What follows belongs to an exercise in optimizing a design on an open flow for small area, a short achievable clock period and few clock cycles per item; a production flow would make more cautious choices. The RTL was checked by simulation tests, not by an equivalence proof against the original design.

<file path="flow/design.v">
package rau_pkg;
    localparam int DEF_WIDTH = 32;
    typedef enum logic [2:0] {
        MODE_NORM = 3'd0,
        MODE_ADD  = 3'd1,
        MODE_SUB  = 3'd2,
        MODE_MUL  = 3'd3,
        MODE_DIV  = 3'd4,
        MODE_EQ   = 3'd5,
        MODE_LT   = 3'd6,
        MODE_NONE = 3'd7
    } t_mode;
    typedef enum logic [1:0] {
        ST_OK   = 2'd0,
        ST_ZERO = 2'd1,
        ST_OVF  = 2'd2,
        ST_RSVD = 2'd3
    } t_status;
    typedef struct packed {
        logic [2:0]  mode;
        logic [31:0] a_num;
        logic [31:0] a_den;
        logic [31:0] b_num;
        logic [30:0] b_den;
    } t_in_word;
    typedef struct packed {
        logic [31:0] res_num;
        logic [30:0] res_den;
        logic        truth;
        logic [1:0]  status;
    } t_out_word;
endpackage
module rau_divider (
    input  logic        i_clk,
    input  logic        i_rst_n,
    input  logic        i_start,
    input  logic [63:0] i_dividend,
    input  logic [63:0] i_divisor,
    output logic        o_done,
    output logic [63:0] o_quot,
    output logic [63:0] o_rem
);
    logic [63:0] r_quot;
    logic [64:0] r_rem;
    logic [63:0] r_div;
    logic [6:0]  r_cnt;
    logic        r_busy;
    logic        r_done;
    logic [64:0] w_sh;
    assign w_sh = {r_rem[63:0], r_quot[63]};
    always_ff @(posedge i_clk) begin
        if (!i_rst_n) begin
            r_busy <= 1'b0;
            r_done <= 1'b0;
            r_cnt  <= '0;
        end else begin
            r_done <= 1'b0;
            if (i_start) begin
                r_busy <= 1'b1;
                r_cnt  <= 7'd64;
                r_quot <= i_dividend;
                r_rem  <= '0;
                r_div  <= i_divisor;
            end else if (r_busy) begin
                if (w_sh >= {1'b0, r_div}) begin
                    r_rem <= w_sh - {1'b0, r_div};
                    r_quot <= {r_quot[62:0], 1'b1};
                end else begin
                    r_rem <= w_sh;
                    r_quot <= {r_quot[62:0], 1'b0};
                end
                r_cnt <= r_cnt - 7'd1;
                if (r_cnt == 7'd1) begin
                    r_busy <= 1'b0;
                    r_done <= 1'b1;
                end
            end
        end
    end
    assign o_done = r_done;
    assign o_quot = r_quot;
    assign o_rem  = r_rem[63:0];
endmodule
module rational_arithmetic_unit #(
    parameter int WIDTH = rau_pkg::DEF_WIDTH
) (
    input  logic        i_clk,
    input  logic        i_rst_n,
    input  logic        i_in_valid,
    output logic        o_in_ready,
    input  logic [2:0]  i_in_mode,
    input  logic [31:0] i_in_a_num,
    input  logic [31:0] i_in_a_den,
    input  logic [31:0] i_in_b_num,
    input  logic [30:0] i_in_b_den,
    output logic        o_out_valid,
    input  logic        i_out_ready,
    output logic [31:0] o_out_res_num,
    output logic [30:0] o_out_res_den,
    output logic        o_out_truth,
    output logic [1:0]  o_out_status
);
    typedef enum logic [2:0] {S_IDLE, S_MUL, S_GCD, S_FIN, S_OUT} t_state;
    localparam logic [1:0] K_CONST = 2'd0, K_CMP = 2'd1, K_FRAC = 2'd2;
    t_state      r_state;
    logic [2:0]  r_mode;
    logic [1:0]  r_kind;
    logic [1:0]  r_st;
    logic        r_truth;
    logic        r_neg;       
    logic        r_sa, r_sb;  
    logic        r_two;       
    logic [4:0]  r_cnt;
    logic [63:0] r_x, r_y;
    logic [31:0] r_a, r_b, r_c, r_d;
    logic        r_ab, r_bb, r_cb, r_db;    
    logic [31:0] am_in, ad_in, bm_in, bd_in;
    logic        sa_in, sb_in, zero_in;
    assign am_in = i_in_a_num[31] ? 32'd0 - i_in_a_num : i_in_a_num;
    assign ad_in = i_in_a_den[31] ? 32'd0 - i_in_a_den : i_in_a_den;
    assign bm_in = i_in_b_num[31] ? 32'd0 - i_in_b_num : i_in_b_num;
    assign bd_in = {1'b0, i_in_b_den};
    assign sa_in = i_in_a_num[31] ^ i_in_a_den[31];
    assign sb_in = i_in_b_num[31];
    assign zero_in = (i_in_a_den == 32'd0)
                  || (i_in_mode != rau_pkg::MODE_NORM && i_in_b_den == 31'd0)
                  || (i_in_mode == rau_pkg::MODE_DIV && i_in_b_num == 32'd0);
    logic w_load;
    logic w_zx, w_zy;
    assign w_load = i_in_valid && (r_state == S_IDLE || (r_state == S_OUT && i_out_ready));
    logic        w_dbit, w_cbit;
    logic [63:0] w_t1, w_t2, w_my;
    logic [63:0] w_mx_next, w_my_next;
    logic        w_skip;
    logic [7:0]  w_nib_zero;
    logic [31:0] w_cd;
    assign w_dbit = r_d[r_cnt];
    assign w_cbit = r_c[r_cnt];
    assign w_t1 = !w_dbit ? 64'd0 : r_sa ? 64'd0 - {32'd0, r_a} : {32'd0, r_a};
    assign w_t2 = !(w_cbit && r_two) ? 64'd0 : r_sb ? 64'd0 - {32'd0, r_b} : {32'd0, r_b};
    assign w_my = r_two ? (w_dbit ? {32'd0, r_c} : 64'd0) : (w_cbit ? {32'd0, r_b} : 64'd0);
    assign w_mx_next = {r_x[62:0], 1'b0} + w_t1 + w_t2;
    assign w_my_next = {r_y[62:0], 1'b0} + w_my;
    assign w_cd = r_c | r_d;
    always_comb
        for (int j = 0; j < 8; j++) w_nib_zero[j] = (w_cd[4*j +: 4] == 4'd0);
    assign w_skip = (r_cnt[1:0] == 2'd3) && (r_cnt[4:2] != 3'd0) && w_nib_zero[r_cnt[4:2]]
                 && w_zx && w_zy;
    logic [64:0] w_dxy, w_dyx;
    logic [63:0] w_yop;
    logic        w_negx;
    assign w_zx = (r_x == 64'd0);
    assign w_zy = (r_y == 64'd0);
    assign w_negx = r_x[63];
    assign w_yop = w_negx ? 64'd0 : r_y;
    assign w_dxy = {1'b0, r_x} - {1'b0, r_y};
    assign w_dyx = {1'b0, w_yop} - {1'b0, r_x};
    logic [32:0] w_apb, w_cpd;
    assign w_apb = {1'b0, r_a} + {1'b0, r_b};
    assign w_cpd = {1'b0, r_c} + {1'b0, r_d};
    logic        w_sel;
    logic [31:0] w_mag, w_den, w_num;
    logic        w_magbig, w_denbig, w_ovf;
    assign w_sel    = w_zx;
    assign w_mag    = w_sel ? r_b : r_a;
    assign w_magbig = w_sel ? r_bb : r_ab;
    assign w_den    = w_sel ? r_d : r_c;
    assign w_denbig = w_sel ? r_db : r_cb;
    assign w_ovf = w_denbig || w_den[31] || w_magbig
                || (r_neg ? (w_mag > 32'h8000_0000) : w_mag[31]);
    assign w_num = r_neg ? 32'd0 - w_mag : w_mag;
    assign o_in_ready    = (r_state == S_FIN);
    assign o_out_valid   = (r_state == S_OUT);
    assign o_out_res_num = r_x[31:0];
    assign o_out_res_den = r_y[30:0];
    assign o_out_truth   = r_truth;
    assign o_out_status  = r_st;
    always_ff @(posedge i_clk) begin
        if (!i_rst_n) begin
            r_state <= S_IDLE;
        end else begin
            if (w_load) begin
                r_mode  <= i_in_mode;
                r_st    <= rau_pkg::ST_OK;
                r_truth <= 1'b0;
                r_cnt   <= 5'd31;
                r_x     <= 64'd0;
                r_y     <= 64'd0;
                r_neg   <= 1'b0;
                r_sa    <= sa_in;
                r_sb    <= sb_in ^ (i_in_mode != rau_pkg::MODE_ADD);
                r_two   <= 1'b1;
                r_ab <= 1'b0; r_bb <= 1'b0; r_cb <= 1'b0; r_db <= 1'b0;
                r_a <= am_in; r_b <= bm_in; r_c <= ad_in; r_d <= bd_in;
                r_kind  <= K_FRAC;
                if (i_in_mode == rau_pkg::MODE_NONE) begin
                    r_kind  <= K_CONST;
                    r_state <= S_FIN;
                end else if (zero_in) begin
                    r_kind  <= K_CONST;
                    r_st    <= rau_pkg::ST_ZERO;
                    r_state <= S_FIN;
                end else begin
                    unique case (i_in_mode)
                        rau_pkg::MODE_NORM: begin
                            r_x <= {32'd0, am_in};
                            r_y <= {32'd0, ad_in};
                            r_neg <= sa_in;
                            r_a <= 32'd1; r_b <= 32'd0; r_c <= 32'd0; r_d <= 32'd1;
                            r_state <= S_GCD;
                        end
                        rau_pkg::MODE_MUL: begin
                            r_sa <= 1'b0; r_two <= 1'b0; r_neg <= sa_in ^ sb_in;
                            r_b <= ad_in; r_c <= bd_in; r_d <= bm_in;
                            r_state <= S_MUL;
                        end
                        rau_pkg::MODE_DIV: begin
                            r_sa <= 1'b0; r_two <= 1'b0; r_neg <= sa_in ^ sb_in;
                            r_b <= ad_in; r_c <= bm_in; r_d <= bd_in;
                            r_state <= S_MUL;
                        end
                        rau_pkg::MODE_EQ, rau_pkg::MODE_LT: begin
                            r_kind  <= K_CMP;
                            r_state <= S_MUL;
                        end
                        default: begin
                            r_state <= S_MUL;
                        end
                    endcase
                end
            end else begin
                unique case (r_state)
                    S_IDLE: ;
                    S_MUL: begin
                        if (w_skip) begin
                            r_cnt <= r_cnt - 5'd4;
                        end else begin
                            r_x <= w_mx_next;
                            r_y <= w_my_next;
                            r_cnt <= r_cnt - 5'd1;
                            if (r_cnt == 5'd0) begin
                                r_a <= 32'd1; r_b <= 32'd0; r_c <= 32'd0; r_d <= 32'd1;
                                r_state <= (r_kind == K_CMP) ? S_FIN : S_GCD;
                            end
                        end
                    end
                    S_GCD: begin
                        if (w_negx) begin
                            r_x <= w_dyx[63:0];
                            r_neg <= 1'b1;
                        end else if (w_zx || w_zy) begin
                            r_state <= S_FIN;
                        end else if (!r_x[0] && !r_y[0]) begin
                            r_x <= {1'b0, r_x[63:1]};
                            r_y <= {1'b0, r_y[63:1]};
                        end else if (!r_x[0]) begin
                            r_x <= {1'b0, r_x[63:1]};
                            r_a <= {r_a[30:0], 1'b0}; r_ab <= r_ab | r_a[31];
                            r_c <= {r_c[30:0], 1'b0}; r_cb <= r_cb | r_c[31];
                        end else if (!r_y[0]) begin
                            r_y <= {1'b0, r_y[63:1]};
                            r_b <= {r_b[30:0], 1'b0}; r_bb <= r_bb | r_b[31];
                            r_d <= {r_d[30:0], 1'b0}; r_db <= r_db | r_d[31];
                        end else if (!w_dxy[64]) begin
                            r_x <= w_dxy[64:1];
                            r_b <= w_apb[31:0]; r_bb <= r_ab | r_bb | w_apb[32];
                            r_d <= w_cpd[31:0]; r_db <= r_cb | r_db | w_cpd[32];
                            r_a <= {r_a[30:0], 1'b0}; r_ab <= r_ab | r_a[31];
                            r_c <= {r_c[30:0], 1'b0}; r_cb <= r_cb | r_c[31];
                        end else begin
                            r_y <= w_dyx[64:1];
                            r_a <= w_apb[31:0]; r_ab <= r_ab | r_bb | w_apb[32];
                            r_c <= w_cpd[31:0]; r_cb <= r_cb | r_db | w_cpd[32];
                            r_b <= {r_b[30:0], 1'b0}; r_bb <= r_bb | r_b[31];
                            r_d <= {r_d[30:0], 1'b0}; r_db <= r_db | r_d[31];
                        end
                    end
                    S_FIN: begin
                        r_state <= S_OUT;
                        r_x[31:0] <= 32'd0;
                        r_y[30:0] <= 31'd1;
                        if (r_kind == K_CMP) begin
                            r_truth <= (r_mode == rau_pkg::MODE_EQ) ? w_zx : w_negx;
                        end else if (r_kind == K_FRAC) begin
                            if (w_ovf) r_st <= rau_pkg::ST_OVF;
                            else begin
                                r_x[31:0] <= w_num;
                                r_y[30:0] <= w_den[30:0];
                            end
                        end
                    end
                    S_OUT: if (i_out_ready) r_state <= S_IDLE;
                    default: r_state <= S_IDLE;
                endcase
            end
        end
    end
endmodule
</file>
<file path="flow/run.sh">
#!/bin/bash
# synth_recipe.tcl (not shown) runs the flow's synth.tcl, then flattens the netlist and writes it again
# the make line also repeats each setting of config.mk as NAME=value (left out here)
make -C /OpenROAD-flow-scripts/flow DESIGN_CONFIG=/design/flow/config.mk WORK_HOME=/design/flow/orfs CLKGATE_MAP_FILE= SYNTH_SCRIPT=/design/flow/synth_recipe.tcl finish
</file>
<file path="flow/config.mk">
export PLATFORM = sky130hd
export DESIGN_NAME = rational_arithmetic_unit
export DESIGN_NICKNAME = rational_arithmetic_unit
export VERILOG_FILES = /design/flow/design.v
export SDC_FILE = /design/flow/constraint.sdc
export NUM_CORES = 4
export LEC_CHECK = 0
export CAP_MARGIN = 20
export CORE_MARGIN = 2
export CORE_UTILIZATION = 40
export PLACE_DENSITY = 0.6
export SLEW_MARGIN = 20
</file>
<file path="flow/constraint.sdc">
create_clock -name core_clock -period 11.0 [get_ports {i_clk}]
set_input_delay 2.2000 -clock core_clock [delete_from_list [all_inputs] [get_ports {i_clk}]]
set_output_delay 2.2000 -clock core_clock [all_outputs]
set_load 0.01 [all_outputs]
</file>
==> summary.txt <==
* Post-Syn Nets at 5,938
* Synthesis Warnings at 1
* Hold_buf cts at 0
* 1st-iter DRT viols at 6,758
* Core box area at 0.104 mm2
* Met1 Track Usage GR at 52.5%
* Slowest CP cell: clkinv_2
* Vias in the first global route at 41.0k
* Outcome: finished clean
* Final non-filler cell total at 6,767
* Prevailing post-synth register cell: edfxtp_1
* Vias at 44.6k
* Worst Hold Class: flip-flop to flip-flop
* Area grow syn2layout at 9.87%
* Critical-path cell list: inv_1 -> ha_1 -> nor4b_1 -> nand3_1 -> nand3b_1 -> inv_1 -> nand4_1 -> or4_1 -> o311ai_1 -> clkinv_2 -> fa_1 -> ha_1 -> and2_1 -> nand3_1 -> or3_1 -> a2111o_1 -> a311o_1 -> a21oi_1 -> o41ai_1 -> and3_1 -> o41ai_1 -> a31oi_1
* Max incr delay on CP at 0.90 ns
* GRT met3 Usage at 9.80%
* Final Hold Viols at 0
* Most frequent cells in the layout: nor2_1 (458), nand2_1 (451), a21oi_1 (444), o21ai_0 (399), ha_1 (329)
* Startpoint Class: flip-flop
* H-tree levels at 2
* Post-CTS setup buffers at 0
* Slew Limit Fails at 0
* Mapped cell area at 0.0421 mm2
* Largest net degree at the start of global routing at 128
* GRT busiest layer: met1
* Cell family with most CP delay: simple AND/OR/NAND/NOR gates
* Post-synth EDFFs at 277
* RSZ-0062 raised after global routing: no
* Die ar. at 0.108 mm2
* Seq/Total Area, Yosys at 19.9%
* Worst-skew pair later-pin latency at 0.63 ns
* F_max at 115 MHz
* Placed insts at 6,700
* Min Tclk post-route at 8.68 ns
* Layout net count at 5,893
* Max-Cap Viols at 0
* Setup Viol. Count Final at 0
* Post-cts resize count at 0
* DRT antenna net count at 0
* WP data required at 11.34 ns
* RePlAce Congestion at 1.04
* Area after DPL at 0.0450 mm2
* Layout cell share with drive strength beyond 1 at 4.53%
* Clk Tree Root Cell: clkbuf_16
* Max-slew headroom at 18.4%
* Total CTS buffers at 40
* Crit path max fanout at 30
* Worst slew pin tran at 1.22 ns
* Post-route cell area at 0.0462 mm2
* I/O pin cnt at 202
* Die H at 328 um
* Initial antenna violation count at 9
* Clk buf depth at 3
* Crit path buf inv count at 3
* CTS tree: built
* WL/cell at 30.1 um
* Hpwl dp at 163,000 um
* Ys async rst share at 0%
* Die X at 328 um
* Setup TNS at 0 ns
* Row count at 118
* Total gr overflow at 0
* #FFs+latches synth at 280
* CTS sink cnt at 280
* First-pass GRT wire length at 291,000 um
* # DRC at 0
* Post-synth cell types at 90
* Clock skew at 0.0486 ns
* Worst Setup Path Type: flip-flop to flip-flop
* Vias/cell at 6.60
* Worst Path Arrival at 9.02 ns
* Total wire length at 204,000 um
* Fin crit share at 78.9%
* Avg Inst Size Synth at 7.78 um2
* Most common cell after layout, fill and taps aside: nor2_1
* Post-synthesis instance total at 5,407
* GRT Util Overall at 36.6%
* Met2 Usage GRT at 51.1%
* PortBufs at 201
* Min Hold Slack at 0.523 ns
* Worst-path clk slew at 0.06 ns
* Crit end category: flip-flop
* TritonRoute pass-1 iters at 8
* Starting Density at 40.5%
worst register-to-register path: stages, from the launching register on:
cell      delay, ns
edfxtp_1       0.55
inv_1          0.11
ha_1           0.19
nor4b_1        0.61
nand3_1        0.27
nand3b_1       0.30
inv_1          0.08
nand4_1        0.21
or4_1          0.54
o311ai_1       0.69
clkinv_2       0.90
fa_1           0.78
ha_1           0.41
and2_1         0.25
nand3_1        0.16
or3_1          0.40
a2111o_1       0.37
a311o_1        0.41
a21oi_1        0.21
o41ai_1        0.19
and3_1         0.23
o41ai_1        0.37
a31oi_1        0.15
layout make-up:
type	instances	area, um2
Clock inverter	16	183
Sequential cell	280	8380
Timing Repair Buffer	291	2740
Multi-Input combinational cell	4427	30900
Tap cell	1380	1730
Inverter	322	1210
Clock buffer	48	1040
Fill cell	10700	57700
Antenna cell	3	7.51
cells in the mapped netlist (14+ instances only):
library cell    n  area [um2]
a211oi_1       52         390
mux2_2         14         158
nand4_1        96         601
a221o_1        27         270
nor2_1        466        1750
or2_2          19         119
a21boi_0       14         105
inv_1         319        1200
a22oi_1        55         413
nand3_1       114         571
o221ai_1       48         420
buf_1          31         116
buf_2          17        85.1
edfxtp_1      277        8320
nand2b_1       53         332
o21ai_0       399        2000
mux2i_1       135        1350
mux4_2         21         473
a31oi_1        57         357
xor2_1        189        1660
xnor2_1       273        2390
nor3_1         94         470
a21o_1        160        1200
ha_1          329        4120
nor4_1         61         382
clkbuf_1      265         995
or4_1          17         128
o31ai_1        69         518
a21oi_1       446        2230
a221oi_1       37         324
o21a_1         44         330
o22ai_1       113         707
and3_1         42         263
fa_1           68        1360
and2_1         26         163
a222oi_1       20         200
nor2b_1        36         225
or3_1          49         307
o211ai_1       48         360
buf_4          64         480
o41ai_1        18         158
nand2_1       451        1690
o21bai_1       47         353
a22o_1         34         298
per-layer routing:
| metal | up-vias | share of wire (%) |
|---|---|---|
| met5 | - | 0.035 |
| met4 | 12 | 4.9 |
| met3 | 342 | 13 |
| met2 | 2868 | 40 |
| met1 | 21500 | 42 |
| li1 | 19900 | - |
path summary, 6_finish.rpt:
path / slack (ns) / endpoint / cells past startpoint / from
worst max-delay path: 2.32 / r_x[56]$_SDFFCE_PP0P_ / 22 / r_b[1]$_DFFE_PP_
worst min-delay path: 0.52 / r_state[1]$_SDFFE_PN0P_ / 2 / r_state[1]$_SDFFE_PN0P_
worst max register to register: 2.32 / r_x[56]$_SDFFCE_PP0P_ / 22 / r_b[1]$_DFFE_PP_
worst min register to register: 0.52 / r_state[1]$_SDFFE_PN0P_ / 2 / r_state[1]$_SDFFE_PN0P_
logic make-up (layout without fill, tap and decap cells):
| logic type | Yosys count | after routing | share of synthesized area, % |
|---|---|---|---|
| flip-flops | 280 | 280 | 19.9 |
| XOR/XNOR | 462 | 462 | 9.62 |
| AND/OR/NAND/NOR | 1577 | 1577 | 17.7 |
| adder cells (fa/ha/maj) | 397 | 397 | 13.0 |
| multiplexers | 171 | 171 | 4.74 |
| buffers and inverters | 700 | 677 | 6.87 |
| AO/OA/AOI/OAI | 1820 | 1820 | 28.1 |
| other | 0 | 3 | 0 |
per-stage QoR:
| step | util [%] | worst slack (ns) |
|---|---|---|
| after floorplan | - | 2.39 |
| after global placement | 43.3 | 2.92 |
| after detailed placement | 43.3 | 2.83 |
| after CTS | 44.4 | 2.79 |
| after global routing | 44.5 | 1.73 |
| final | 44.5 | 2.32 |
sequential cells by signal, summed over array words and instances, names as in the netlist, 2 cells and up:
| register | count |
|---|---|
| r_a | 32 |
| r_mode | 3 |
| r_b | 32 |
| r_cnt | 5 |
| r_c | 32 |
| r_kind | 2 |
| r_y | 64 |
| r_x | 64 |
| r_d | 32 |
| r_st | 2 |
| r_state | 3 |
Testbench counts, summed over its fixed seeds: cycles 133,703, items 2,400.

==> afterwards: timing with drivers on the ports <==
No port has a modelled driver above. Below, the same layout with a new extraction and two added sets of constraints.
Step 1, drivers: a clkbuf_16 drives i_clk and a buf_2 each remaining input, both assumed.
Step 2 times the ports against the registers' clock, not the clock port: input delays grow and output delays shrink by t, the midpoint of the rising clock arrivals with the driver on.
Three values: ideal, step 1, step 2; two values: the first two.
t, ns: 0.674
slack for setup (ns): 2.318 / 2.318 / 2.318
worst setup path after step 2: register to register
latest minus earliest clock arrival (ns): 0.049 / 0.048
After both steps this run still meets setup and hold. For this run, drivers alone change the setup slack by 0.000 ns; drivers and shift together by 0.000 ns.
